This is an optimization exercise on Yosys and OpenROAD, whose aim is small area and a short achievable clock period, not a production implementation. Only simulation tests tie the RTL to the original design; equivalence was not proved.

## flow/design.v (module list and top-level ports; edited modules follow where they fit)
// module iir_recode_b: 20 lines
// module iir_recode_a: 20 lines
// module iir_k_load: 11 lines
// module iir_f_load: 12 lines
// module iir_sop_res: 642 lines
// module iir_sop_ff: 1002 lines
// module iir_fa: 10 lines
// module iir_ha: 9 lines
// module iir_sel: 11 lines
// module iir_sel2: 9 lines
// module iir_filter_gen: 105 lines
module iir_filter_gen (
  input  logic               CLK,
  input  logic               RST_n,
  input  logic signed [10:0] DIN,
  input  logic               VIN,
  input  logic [32:0]        B,
  input  logic [21:0]        A,
  input  logic               COEF_LD,
  output logic signed [10:0] DOUT,
  output logic               VOUT,
  output logic               SAT
);
  // ...
==> flow/flow/run.sh <==
#!/bin/bash
# The standard layout (the standard.sh, unchanged), with one difference:
# the buffers placed on the input and output ports are the smallest buffer
# cell, sky130_fd_sc_hd__buf_1, rather than the one buffer_ports picks.
set -euo pipefail
cp standard.sh standard_sh.log
export BUFFER_PORTS_ARGS="-buffer_cell sky130_fd_sc_hd__buf_1"
bash standard.sh > standard.log 2>&1
==> flow/standard.sh <==
#!/bin/bash
# synth_recipe.tcl (not shown) runs the flow's synth.tcl, then flattens the netlist and writes it again
# the make line also repeats each setting of config.mk as NAME=value (left out here)
make -C /OpenROAD-flow-scripts/flow DESIGN_CONFIG=/design/flow/config.mk WORK_HOME=/design/flow/orfs CLKGATE_MAP_FILE= SYNTH_SCRIPT=/design/flow/synth_recipe.tcl "${@:-finish}"
==> flow/config.mk <==
export PLATFORM = sky130hd
export DESIGN_NAME = iir_filter_gen
export DESIGN_NICKNAME = iir_filter_gen
export VERILOG_FILES = /design/flow/design.v
export SDC_FILE = /design/flow/constraint.sdc
export NUM_CORES = 4
export LEC_CHECK = 0
export CAP_MARGIN = 20
export CORE_MARGIN = 2
export CORE_UTILIZATION = 40
export SETUP_SLACK_MARGIN = 3.5
export SLEW_MARGIN = 20
export SYNTH_HIERARCHICAL = 1
export SYNTH_MINIMUM_KEEP_SIZE = 0
==> flow/constraint.sdc <==
create_clock -name core_clock -period 10.0 [get_ports {CLK}]
set_input_delay 2.0000 -clock core_clock [delete_from_list [all_inputs] [get_ports {CLK}]]
set_output_delay 2.0000 -clock core_clock [all_outputs]
set_load 0.01 [all_outputs]
==> flow_metrics.env, run 1 <==
export IMPL_status="timing/DRC/antenna clean"
export IMPL_path_delay_family="adder cells"
export IMPL_drt_met1_wl_um=27600
export IMPL_min_path_cells=1
export IMPL_nWellTaps=672
export IMPL_overflow=0
export IMPL_startpoint_type="register"
export IMPL_dr_max_layer_used="met4"
export IMPL_syn_area_um2=20500
export IMPL_coreArea_um2=50300
export IMPL_ys_warn_count=9
export IMPL_ff2ff_path_depth=18
export IMPL_rsz0062_at_grt="true"
export IMPL_use_met3_pct=4.30
export IMPL_multi_input_area_share_pct=68.9
export IMPL_fin_util_pct=46.0
export IMPL_finalInstanceArea_um2=23100
export IMPL_grt_busiest_layer="met2"
export IMPL_wl_um=71100
export IMPL_place_area_um2=21600
export IMPL_vias_per_cell=6.54
export IMPL_cts_resized=42
export IMPL_required_ns=10.37
export IMPL_met1_usage_pct=34.1
export IMPL_multi_input_gates=1365
export IMPL_ant_nets=0
export IMPL_grt_util_met2_pct=45.5
export IMPL_cp_startpoint="b0_v[2]"
export IMPL_drc=0
export IMPL_via_count=16956
export IMPL_post_place_ws_ns=2.73
export IMPL_crit_path_end="y1_r[7]"
export IMPL_critPathMostFrequentCell="fa_1"
export IMPL_initial_core_util_pct=40.7
export IMPL_timing_final_max_slew_violations=0
export IMPL_largest_register_ffs=24
export IMPL_cts_tree="done"
export IMPL_fin_hold_ws_ns=0.492
export IMPL_gp_congestion=0.947
==> run 2: changes to the inputs <==
--- a/flow/config.mk
+++ b/flow/config.mk
@@ -9,5 +9,6 @@
 export CORE_MARGIN = 2
 export CORE_UTILIZATION = 40
-export SETUP_SLACK_MARGIN = 3.5
+export CTS_BUF_LIST = sky130_fd_sc_hd__clkbuf_4 sky130_fd_sc_hd__clkbuf_8
+export SETUP_SLACK_MARGIN = 3.75
 export SLEW_MARGIN = 20
 export SYNTH_HIERARCHICAL = 1
==> flow_metrics.env, run 2 <==
export IMPL_status="timing/DRC/antenna clean"
export IMPL_reg2reg_slack_ns=3.68
export IMPL_finalInstanceArea_um2=24300
export IMPL_timing_final_max_slew_violations=0
export IMPL_grt_pass1_wl_um=111000
export IMPL_finalCritPeriodShare_pct=63.2
export IMPL_reg2reg_to="f_r[22]"
export IMPL_avgSynthCellArea_um2=11.8
export IMPL_max_cap_violations=0
export IMPL_cp_max_fo=13
export IMPL_grt_util_met2_pct=46.9
export IMPL_drc=0
export IMPL_gp_congestion=0.931
export IMPL_grt_busiest_layer="met2"
export IMPL_use_met3_pct=5.27
export IMPL_initial_core_util_pct=40.7
export IMPL_path_clk_slew_ns=0.10
export IMPL_relSlewSlack_pct=27.2
export IMPL_fill_cells=4626
export IMPL_die_h_um=230
export IMPL_clk_insertion_delay_late_ns=0.58
export IMPL_finalNetCount=2530
export IMPL_hold_path_class="register to register"
export IMPL_cts_sinks=137
export IMPL_ant_nets=0
export IMPL_largest_register_ffs=24
export IMPL_dpl_hpwl_um=55700
export IMPL_root_buffer="clkbuf_8"
export IMPL_endpoint_kind="register"
export IMPL_regMostFlops="f_r"
export IMPL_io_buffers=82
export IMPL_antennaDiodeCount=0
export IMPL_finClkSkew_ns=0.0246
export IMPL_post_place_ws_ns=2.74
export IMPL_rsz0062_at_grt="true"
export IMPL_track_usage_pct=28.1
export IMPL_grt_max_degree=66
export IMPL_wl_um=75100
export IMPL_grt_pass1_vias=17388
export IMPL_final_common_cell="fa_1"
export IMPL_vias_per_cell=6.53
export IMPL_die_x_um=230
export IMPL_overflow=0
export IMPL_routedWlPerCell_um=28.2
export IMPL_areaGrowthSynthToFinish_pct=18.8
export IMPL_drt_initial_drc_count=3735
export IMPL_dp_cells=2495
export IMPL_placementRows=82
export IMPL_instances_no_fill=2669
export IMPL_finalHoldViolCount=0
export IMPL_fin_tns_setup_ns=0
export IMPL_ios=83
export IMPL_period_minus_slack_ns=6.32
export IMPL_ff2ff_path_depth=16
export IMPL_arrival_ns=6.65
export IMPL_postLayoutSetupSlackWorst_ns=3.68
export IMPL_place_area_um2=21600
export IMPL_ys_warn_count=9
export IMPL_hp_start="cv_r"
export IMPL_firstDrtPassIters=22
export IMPL_coreArea_um2=50300
export IMPL_die_area_um2=53000
export IMPL_setup_viol=0
export IMPL_hold_end="cv_r"
export IMPL_cts_max_level=4
export IMPL_fmax_ghz=0.158
export IMPL_antenna_found_initial=1
export IMPL_drive_gt1_share_pct=25.2
export IMPL_worstMarginPinSlew_ns=1.09
export IMPL_hold_buffers=0
export IMPL_r2r_start="x1_r[7]"
export IMPL_required_ns=10.33
export IMPL_clockBufferDepth=2
export IMPL_via_count=17423
export IMPL_cts_tree="done"
export IMPL_netlist_instances=1740
export IMPL_min_path_cells=1
export IMPL_critPathKind="register to register"
export IMPL_cts_buffers=17
export IMPL_layout_common_cells="fa_1, a222oi_1, inv_1"
export IMPL_syn_area_um2=20500
export IMPL_met1_usage_pct=35.5
export IMPL_startpoint_type="register"
[run 2: cell count changes in the layout (fill, tap and decap cells not counted), sizes merged]
cell | before | now
bufinv | 0 | 5
inv | 198 | 187
clkinvlp | 11 | 21
clkinv | 5 | 3
buf | 178 | 253
o21a | 6 | 7
[run 2: how the worst max path moves through the flow]
stage | start | endpoint | slack, ns | cells past startpoint
3_3_place_gp | x0_r[6] | y1_r[0] | 2.83 | 18
6_report | x1_r[7] | f_r[22] | 3.68 | 16
4_1_cts | b0_v[3] | y1_r[9] | 3.76 | 19
3_5_place_dp | x0_r[8] | y1_r[0] | 2.74 | 18
5_1_grt | b0_v[1] | y1_r[2] | 3.56 | 20
2_1_floorplan | x0_r[10] | f_r[20] | 3.81 | 16
[run 2: metal layers]
metal / routed length, um / vias up
met1: 28800 / 8663
li1: - / 7289
met4: 4050 / 0
met2: 35500 / 1206
met3: 6780 / 265
met5: 0 / -
[run 2: repair_timing]
action / CTS / global route
pin swaps: 56 / 130
endpoints found under the setup margin: 37 / 29
buffers inserted: 68 / 69
gates cloned: 0 / 5
hold endpoints to repair: 0 / 0
resized for setup: 132 / 120
[run 2: through the flow]
| step | util (%) | hold WS, ns |
|---|---|---|
| after floorplan | - | 0.349 |
| after global placement | 43.0 | 0.480 |
| after detailed placement | 43.0 | 0.492 |
| after CTS | 46.1 | 0.520 |
| after global routing | 48.3 | 0.530 |
| final | 48.3 | 0.505 |
[run 2: cell type report]
type                       instances  area [um^2]  share of cell area (%)
clock buffer                      19          249                    1.03
clock inverter                    13          215                   0.886
inverter                         203          833                    3.43
multi-input combinational       1366        16400                    67.5
sequential                       137         3850                    15.9
tap                              672          841                    3.46
timing repair buffer             259         1920                    7.89
[run 2: critical path, stage by stage, from the launching register on]
cell and delay (ns):
dfxtp_1 0.63, inv_1 0.26, a222oi_1 0.40, fa_1 0.54, fa_2 0.51, fa_1 0.39
fa_1 0.47, fa_1 0.53, fa_1 0.58, ha_4 0.33, and4_4 0.25, nor3b_4 0.21
or3b_4 0.41, nand3_2 0.09, a21oi_2 0.07, xnor2_2 0.15, mux2_2 0.28
==> run 3: changes to the inputs <==
--- a/flow/config.mk
+++ b/flow/config.mk
@@ -10,5 +10,5 @@
 export CORE_UTILIZATION = 40
 export CTS_BUF_LIST = sky130_fd_sc_hd__clkbuf_4 sky130_fd_sc_hd__clkbuf_8
-export SETUP_SLACK_MARGIN = 3.75
+export SETUP_SLACK_MARGIN = 3.25
 export SLEW_MARGIN = 20
 export SYNTH_HIERARCHICAL = 1
==> flow_metrics.env, run 3 <==
export IMPL_startpoint_type="register"
export IMPL_drive_gt1_share_pct=15.0
export IMPL_ant_nets=0
export IMPL_clockBufferDepth=2
export IMPL_finalCritPeriodShare_pct=65.6
export IMPL_hold_buffers=0
export IMPL_root_buffer="clkbuf_8"
export IMPL_grt_pass1_vias=16933
export IMPL_worstMarginPinSlew_ns=1.12
export IMPL_regMostFlops="f_r"
export IMPL_cts_buffers=17
export IMPL_coreArea_um2=50300
export IMPL_avgSynthCellArea_um2=11.8
export IMPL_antennaDiodeCount=0
export IMPL_gp_congestion=0.947
export IMPL_cts_tree="done"
export IMPL_relSlewSlack_pct=25.6
export IMPL_timing_final_max_slew_violations=0
export IMPL_grt_pass1_wl_um=106000
export IMPL_grt_max_degree=65
export IMPL_io_buffers=82
export IMPL_track_usage_pct=26.6
export IMPL_cts_max_level=4
export IMPL_via_count=16742
export IMPL_hold_path_class="register to register"
export IMPL_period_minus_slack_ns=6.56
export IMPL_arrival_ns=7.01
export IMPL_areaGrowthSynthToFinish_pct=9.73
export IMPL_fin_util_pct=44.6
export IMPL_antenna_found_initial=1
export IMPL_setup_viol=0
export IMPL_die_area_um2=53000
export IMPL_required_ns=10.45
export IMPL_firstDrtPassIters=20
export IMPL_overflow=0
export IMPL_initial_core_util_pct=40.7
export IMPL_fmax_ghz=0.152
export IMPL_ys_warn_count=9
export IMPL_status="timing/DRC/antenna clean"
export IMPL_finClkSkew_ns=0.0226
export IMPL_vias_per_cell=6.55
export IMPL_routedWlPerCell_um=27.4
export IMPL_rsz0062_at_grt="true"
export IMPL_critPathKind="register to register"
export IMPL_syn_area_um2=20500
export IMPL_placementRows=82
export IMPL_cp_max_fo=12
export IMPL_die_x_um=230
export IMPL_max_cap_violations=0
export IMPL_final_common_cell="fa_1"
export IMPL_wl_um=70000
export IMPL_clk_insertion_delay_late_ns=0.55
export IMPL_path_clk_slew_ns=0.09
export IMPL_cts_sinks=137
export IMPL_largest_register_ffs=24
export IMPL_fin_tns_setup_ns=0
export IMPL_drt_initial_drc_count=3587
export IMPL_layout_common_cells="fa_1, a222oi_1, inv_1"
export IMPL_die_h_um=230
export IMPL_finalHoldViolCount=0
export IMPL_drc=0
export IMPL_ios=83
export IMPL_dpl_hpwl_um=54600
export IMPL_endpoint_kind="register"
export IMPL_netlist_instances=1740
export IMPL_finalNetCount=2418
==> run 3: layout make-up <==
| cell class | instances | area (um^2) |
|---|---|---|
| fillers | 4789 | 27800 |
| multi-input cells | 1365 | 15800 |
| flip-flops and latches | 137 | 3840 |
| repair buffers | 148 | 863 |
| well taps | 672 | 841 |
| inverters | 203 | 769 |
| clock buffers | 20 | 256 |
| clock inverters | 12 | 116 |
==> run 3: what timing repair did <==
item | CTS | global route
setup buffers | 8 | 20
endpoints found under the setup margin | 29 | 30
resized for setup | 16 | 42
pin swaps | 1 | 6
hold endpoints to repair | 0 | 0
cloned | 0 | 0
==> run 3: through the flow <==
stage	instances	area [um^2]	setup slack [ns]	hold slack, ns
floorplan	1744	20500	3.66	0.349
global placement	2497	21600	2.77	0.478
detailed placement	2497	21600	2.73	0.481
CTS	2537	22100	3.26	0.503
global route	2557	22400	3.21	0.534
finish	2557	22400	3.44	0.500
==> run 3: final timing paths <==
path / start / endpoint / slack [ns] / cells after the start
setup / recovery: a1_u[0] / y1_r[0] / 3.44 / 19
hold / removal: cv_r / cv_r / 0.50 / 1
setup reg to reg: a1_u[0] / y1_r[0] / 3.44 / 19
hold reg to reg: cv_r / cv_r / 0.50 / 1
max in group asynchronous: RST_n / cv_r / 8.00 / 1
min in group asynchronous: RST_n / dout_r[3] / 1.50 / 1
==> run 3: per-layer routing <==
metal	track usage (%)	routed length, um
met5	0	8
met4	10.2	3000
met3	4.82	6060
met2	45.1	33300
met1	33.7	27600
==> run 3: critical path: stages, from the launching register on <==
cell	delay [ns]
edfxtp_1	0.42
nor2b_1	0.15
buf_4	0.18
a222oi_1	0.58
fa_1	0.55
fa_1	0.44
fa_1	0.45
fa_1	0.53
fa_1	0.42
ha_1	0.34
a21oi_1	0.32
o21ai_0	0.23
nand2_1	0.12
and3_1	0.17
o21ai_2	0.08
mux2i_1	0.16
a2111oi_4	0.46
and4_4	0.43
o21ai_0	0.16
a211oi_1	0.26
==> run 4: changes to the inputs <==
--- a/flow/config.mk
+++ b/flow/config.mk
@@ -10,5 +10,6 @@
 export CORE_UTILIZATION = 40
 export CTS_BUF_LIST = sky130_fd_sc_hd__clkbuf_4 sky130_fd_sc_hd__clkbuf_8
-export SETUP_SLACK_MARGIN = 3.25
+export PLACE_DENSITY = 0.7
+export SETUP_SLACK_MARGIN = 3.5
 export SLEW_MARGIN = 20
 export SYNTH_HIERARCHICAL = 1
==> flow_metrics.env, run 4 <==
export IMPL_final_common_cell="fa_1"
export IMPL_ff2ff_path_depth=16
export IMPL_wl_um=71100
export IMPL_hold_path_class="register to register"
export IMPL_firstDrtPassIters=20
export IMPL_syn_area_um2=20500
export IMPL_placementRows=82
export IMPL_coreArea_um2=50300
export IMPL_required_ns=10.26
export IMPL_cts_buffers=17
export IMPL_timing_final_max_slew_violations=0
export IMPL_fmax_ghz=0.156
export IMPL_postLayoutSetupSlackWorst_ns=3.58
export IMPL_min_path_cells=1
export IMPL_avgSynthCellArea_um2=11.8
export IMPL_reg2reg_to="f_r[22]"
export IMPL_areaGrowthSynthToFinish_pct=12.7
export IMPL_status="timing/DRC/antenna clean"
export IMPL_max_cap_violations=0
export IMPL_io_buffers=82
export IMPL_relSlewSlack_pct=30.2
export IMPL_cts_tree="done"
export IMPL_grt_pass1_wl_um=107000
export IMPL_die_h_um=230
export IMPL_regMostFlops="f_r"
export IMPL_antenna_found_initial=0
export IMPL_cp_max_fo=25
export IMPL_finalHoldViolCount=0
export IMPL_finalCritPeriodShare_pct=64.2
export IMPL_fill_cells=4666
export IMPL_via_count=17132
export IMPL_fin_tns_setup_ns=0
export IMPL_grt_max_degree=72
export IMPL_drc=0
export IMPL_largest_register_ffs=24
export IMPL_finalNetCount=2453
export IMPL_seq_area_um2=3840
export IMPL_cts_sinks=137
export IMPL_startpoint_type="register"
export IMPL_antennaDiodeCount=0
export IMPL_hp_start="cv_r"
export IMPL_critPathKind="register to register"
export IMPL_die_x_um=230
export IMPL_endpoint_kind="register"
export IMPL_track_usage_pct=26.9
export IMPL_hold_buffers=0
export IMPL_vias_per_cell=6.61
export IMPL_worstMarginPinSlew_ns=1.05
export IMPL_post_place_ws_ns=2.76
export IMPL_arrival_ns=6.68
export IMPL_layout_common_cells="fa_1, a222oi_1, inv_1"
export IMPL_die_area_um2=53000
export IMPL_overflow=0
export IMPL_clockBufferDepth=2
export IMPL_drt_initial_drc_count=3323
export IMPL_ys_warn_count=9
export IMPL_reg2reg_slack_ns=3.58
export IMPL_hold_end="cv_r"
export IMPL_drive_gt1_share_pct=19.0
export IMPL_clk_insertion_delay_late_ns=0.53
export IMPL_gp_congestion=0.985
export IMPL_rsz0062_at_grt="false"
export IMPL_ant_nets=0
export IMPL_dpl_hpwl_um=54400
export IMPL_routedWlPerCell_um=27.4
export IMPL_multi_input_comb_area_um2=16000
export IMPL_root_buffer="clkbuf_8"
export IMPL_cts_max_level=4
export IMPL_path_clk_slew_ns=0.09
export IMPL_initial_core_util_pct=40.7
export IMPL_ios=83
export IMPL_setup_viol=0
export IMPL_period_minus_slack_ns=6.42
export IMPL_grt_pass1_vias=17386
export IMPL_netlist_instances=1740
export IMPL_r2r_start="y1_r[2]"
export IMPL_finClkSkew_ns=0.0245
[run 4: worst max path at each step]
| stage | from | end | slack (ns) | depth (start not counted) |
|---|---|---|---|---|
| 2_1_floorplan | y1_r[10] | sat_r | 3.66 | 18 |
| 3_3_place_gp | y1_r[7] | y1_r[0] | 2.85 | 18 |
| 3_5_place_dp | y1_r[3] | y1_r[0] | 2.76 | 17 |
| 4_1_cts | y1_r[10] | y1_r[0] | 3.50 | 18 |
| 5_1_grt | y1_r[10] | y1_r[4] | 3.43 | 22 |
| 6_report | y1_r[2] | f_r[22] | 3.58 | 16 |
[run 4: repair_timing]
action / 4_1_cts / 5_1_grt
buffers inserted: 21 / 40
endpoints found under the setup margin: 32 / 32
cloned: 0 / 1
resized for setup: 43 / 95
pin swaps: 4 / 57
[run 4: per-layer routing]
layer,wire [um],global-route usage (%)
met4,3480,10.3
met3,6760,5.46
met2,33700,45.2
met5,0,0
met1,27200,34.0
[run 4: area by class of cell]
cell class | instances | area share, %
flip-flops and latches | 137 | 16.7
clock buffers | 17 | 1.01
well taps | 672 | 3.65
repair inverters | 1 | 0.0217
multi-input cells | 1365 | 69.5
repair buffers | 182 | 5.10
clock inverters | 15 | 0.624
inverters | 203 | 3.45
[run 4: critical path: stages (launching register included)]
cell      delay, ns
dfxtp_1        0.32
buf_4          0.33
inv_1          0.27
a222oi_1       0.41
fa_1           0.51
fa_1           0.52
fa_1           0.46
fa_1           0.40
fa_1           0.52
fa_1           0.44
ha_1           0.49
o211ai_1       0.38
or3b_4         0.50
nand3_2        0.09
a21oi_2        0.06
xnor2_1        0.15
mux2_2         0.29
[run 4: stage by stage]
stage | cell area [um^2] | cells | hold slack (ns) | utilization, %
after floorplan | 20500 | 1744 | 0.349 | -
final | 23100 | 2592 | 0.507 | 45.9
after global placement | 21600 | 2498 | 0.477 | 43.1
after CTS | 22300 | 2551 | 0.508 | 44.4
after global routing | 23100 | 2592 | 0.525 | 45.9
after detailed placement | 21600 | 2498 | 0.483 | 43.1
==> run 5: changes to the inputs <==
--- a/flow/config.mk
+++ b/flow/config.mk
@@ -10,5 +10,4 @@
 export CORE_UTILIZATION = 40
 export CTS_BUF_LIST = sky130_fd_sc_hd__clkbuf_4 sky130_fd_sc_hd__clkbuf_8
-export PLACE_DENSITY = 0.7
 export SETUP_SLACK_MARGIN = 3.5
 export SLEW_MARGIN = 20
==> flow_metrics.env, run 5 <==
export IMPL_post_place_ws_ns=2.73
export IMPL_cp_max_fo=12
export IMPL_via_count=17159
export IMPL_final_common_cell="fa_1"
export IMPL_die_h_um=230
export IMPL_startpoint_type="register"
export IMPL_gp_congestion=0.947
export IMPL_die_x_um=230
export IMPL_setup_viol=0
export IMPL_grt_pass1_vias=16960
export IMPL_io_buffers=82
export IMPL_netlist_instances=1740
export IMPL_die_area_um2=53000
export IMPL_reg2reg_slack_ns=3.62
export IMPL_grt_busiest_layer="met2"
export IMPL_avgSynthCellArea_um2=11.8
export IMPL_finalHoldViolCount=0
export IMPL_wl_um=71700
export IMPL_coreArea_um2=50300
export IMPL_ys_warn_count=9
export IMPL_drt_initial_drc_count=3607
export IMPL_fin_hold_ws_ns=0.503
export IMPL_instances_no_fill=2613
export IMPL_path_delay_family="adder cells"
export IMPL_slowest_delay_ns=0.55
export IMPL_clockBufferDepth=2
export IMPL_syn_area_um2=20500
export IMPL_routedWlPerCell_um=27.4
export IMPL_fill_cells=4712
export IMPL_firstDrtPassIters=17
export IMPL_rsz0062_at_grt="false"
export IMPL_placementRows=82
export IMPL_finalCritPeriodShare_pct=63.8
export IMPL_largest_register_ffs=24
export IMPL_path_clk_slew_ns=0.09
export IMPL_cts_buffers=17
export IMPL_arrival_ns=6.82
export IMPL_finalNetCount=2474
export IMPL_finClkSkew_ns=0.0269
export IMPL_required_ns=10.44
export IMPL_layout_common_cells="fa_1, a222oi_1, inv_1"
export IMPL_cts_sinks=137
export IMPL_overflow=0
export IMPL_antenna_found_initial=0
export IMPL_postLayoutSetupSlackWorst_ns=3.62
export IMPL_period_minus_slack_ns=6.38
export IMPL_grt_util_met2_pct=45.6
export IMPL_critPathMostFrequentCell="fa_1"
export IMPL_ant_nets=0
export IMPL_drc=0
export IMPL_fin_tns_setup_ns=0
export IMPL_grt_max_degree=65
export IMPL_dpl_hpwl_um=54600
export IMPL_max_cap_violations=0
export IMPL_grt_pass1_wl_um=106000
export IMPL_critPathKind="register to register"
export IMPL_cts_tree="done"
export IMPL_vias_per_cell=6.57
export IMPL_relSlewSlack_pct=27.1
export IMPL_crit_buf_inv=2
export IMPL_worstMarginPinSlew_ns=1.09
export IMPL_cpMaxStageDelayCell="fa_1"
export IMPL_clk_insertion_delay_late_ns=0.55
export IMPL_drive_gt1_share_pct=20.0
export IMPL_fmax_ghz=0.157
export IMPL_cts_max_level=4
export IMPL_track_usage_pct=26.8
export IMPL_ios=83
export IMPL_initial_core_util_pct=40.7
export IMPL_timing_final_max_slew_violations=0
export IMPL_regMostFlops="f_r"
export IMPL_endpoint_kind="register"
export IMPL_status="timing/DRC/antenna clean"
export IMPL_antennaDiodeCount=0
export IMPL_root_buffer="clkbuf_8"
export IMPL_use_met3_pct=4.92
export IMPL_hold_path_class="register to register"
export IMPL_crit_chain="and2_1, a222oi_1, inv_1, fa_1, fa_1, fa_2, fa_1, fa_1, ha_4, nand2_1, nor4_2, a22oi_2, a211o_1, a21o_4, a211oi_4, and4_4, buf_4, o21ai_2, a211oi_2"
export IMPL_dp_cells=2497
export IMPL_met1_usage_pct=33.9
export IMPL_areaGrowthSynthToFinish_pct=13.5
run 5: worst paths after layout:
path	start	endpoint	depth (start not counted)
setup / recovery	a1_v[0]	y1_r[7]	19
hold / removal	cv_r	cv_r	1
setup reg to reg	a1_v[0]	y1_r[7]	19
hold reg to reg	cv_r	cv_r	1
max in group asynchronous	RST_n	dout_r[5]	1
min in group asynchronous	RST_n	dout_r[3]	1
run 5: final cells by class:
type | count | area (um^2) | share of cell area (%)
clock buffers | 20 | 256 | 1.10
clock inverters | 12 | 116 | 0.501
inverters | 203 | 815 | 3.51
multi-input cells | 1365 | 16000 | 69.0
flip-flops and latches | 137 | 3850 | 16.6
well taps | 672 | 841 | 3.62
repair buffers | 203 | 1320 | 5.70
repair inverters | 1 | 5.00 | 0.0216
run 5: what timing repair did:
action                     4_1_cts  5_1_grt
resized for setup               43      105
gates cloned                     0        1
setup buffers                   21       62
setup endpoints to repair       34       32
hold buffers                     0        0
pin swaps                        1       57
run 5: metrics by stage:
step | cell area (um^2) | utilization (%)
6_report | 23200 | 46.2
3_3_place_gp | 21600 | 43.0
4_1_cts | 22300 | 44.4
3_5_place_dp | 21600 | 43.0
5_1_grt | 23200 | 46.2
2_1_floorplan | 20500 | -
run 5: routing by layer:
metal  wire, um  vias to the layer above
met5          0                        -
met4       3590                        0
met3       6210                      230
met2      34000                     1121
met1      27900                     8638
li1           -                     7170
run 5: worst register-to-register path, cell delays in order (launching register included):
cell and delay, ns:
edfxtp_1 0.42, and2_1 0.37, a222oi_1 0.43, inv_1 0.10, fa_1 0.54, fa_1 0.45, fa_2 0.36, fa_1 0.50
fa_1 0.55, ha_4 0.33, nand2_1 0.09, nor4_2 0.34, a22oi_2 0.14, a211o_1 0.33, a21o_4 0.25, a211oi_4 0.33
and4_4 0.33, buf_4 0.15, o21ai_2 0.07, a211oi_2 0.22

-- static timing again, ports no longer ideal --
No port has a modelled driver above. Below, the same layouts with a new extraction and two added sets of constraints. Step 1, drivers: a clkbuf_16 drives CLK and a buf_2 each remaining input, both assumed. Step 2 moves the port delays by t, midway between the first and last clock arrival at a register: inputs arrive t later, outputs are due t later. That takes back most of the time a late clock gives input paths. a / b / c = ideal / step 1 / step 2; a / b = the first two.
run | t (ns) | slack for setup (ns) | hold slack, ns | clock arrival spread, ns | worst slew at a driven data input, ns
run 1 | 0.530 | 3.600 / 3.600 / 3.250 | 0.492 / 0.492 / 0.492 | 0.019 / 0.019 | 0.04
run 2 | 0.619 | 3.680 / 3.680 / 3.314 | 0.505 / 0.505 / 0.505 | 0.025 / 0.025 | 0.04
run 3 | 0.595 | 3.442 / 3.442 / 3.224 | 0.500 / 0.500 / 0.500 | 0.024 / 0.025 | 0.04
run 4 | 0.564 | 3.583 / 3.583 / 3.290 | 0.507 / 0.507 / 0.507 | 0.028 / 0.027 | 0.04
run 5 | 0.589 | 3.617 / 3.617 / 3.275 | 0.503 / 0.503 / 0.503 | 0.027 / 0.027 | 0.04
After both steps setup and hold are still met in every run listed. The setup slack of run 2, which loses most, moves by 0.000 ns with the drivers and by -0.366 ns with both steps.
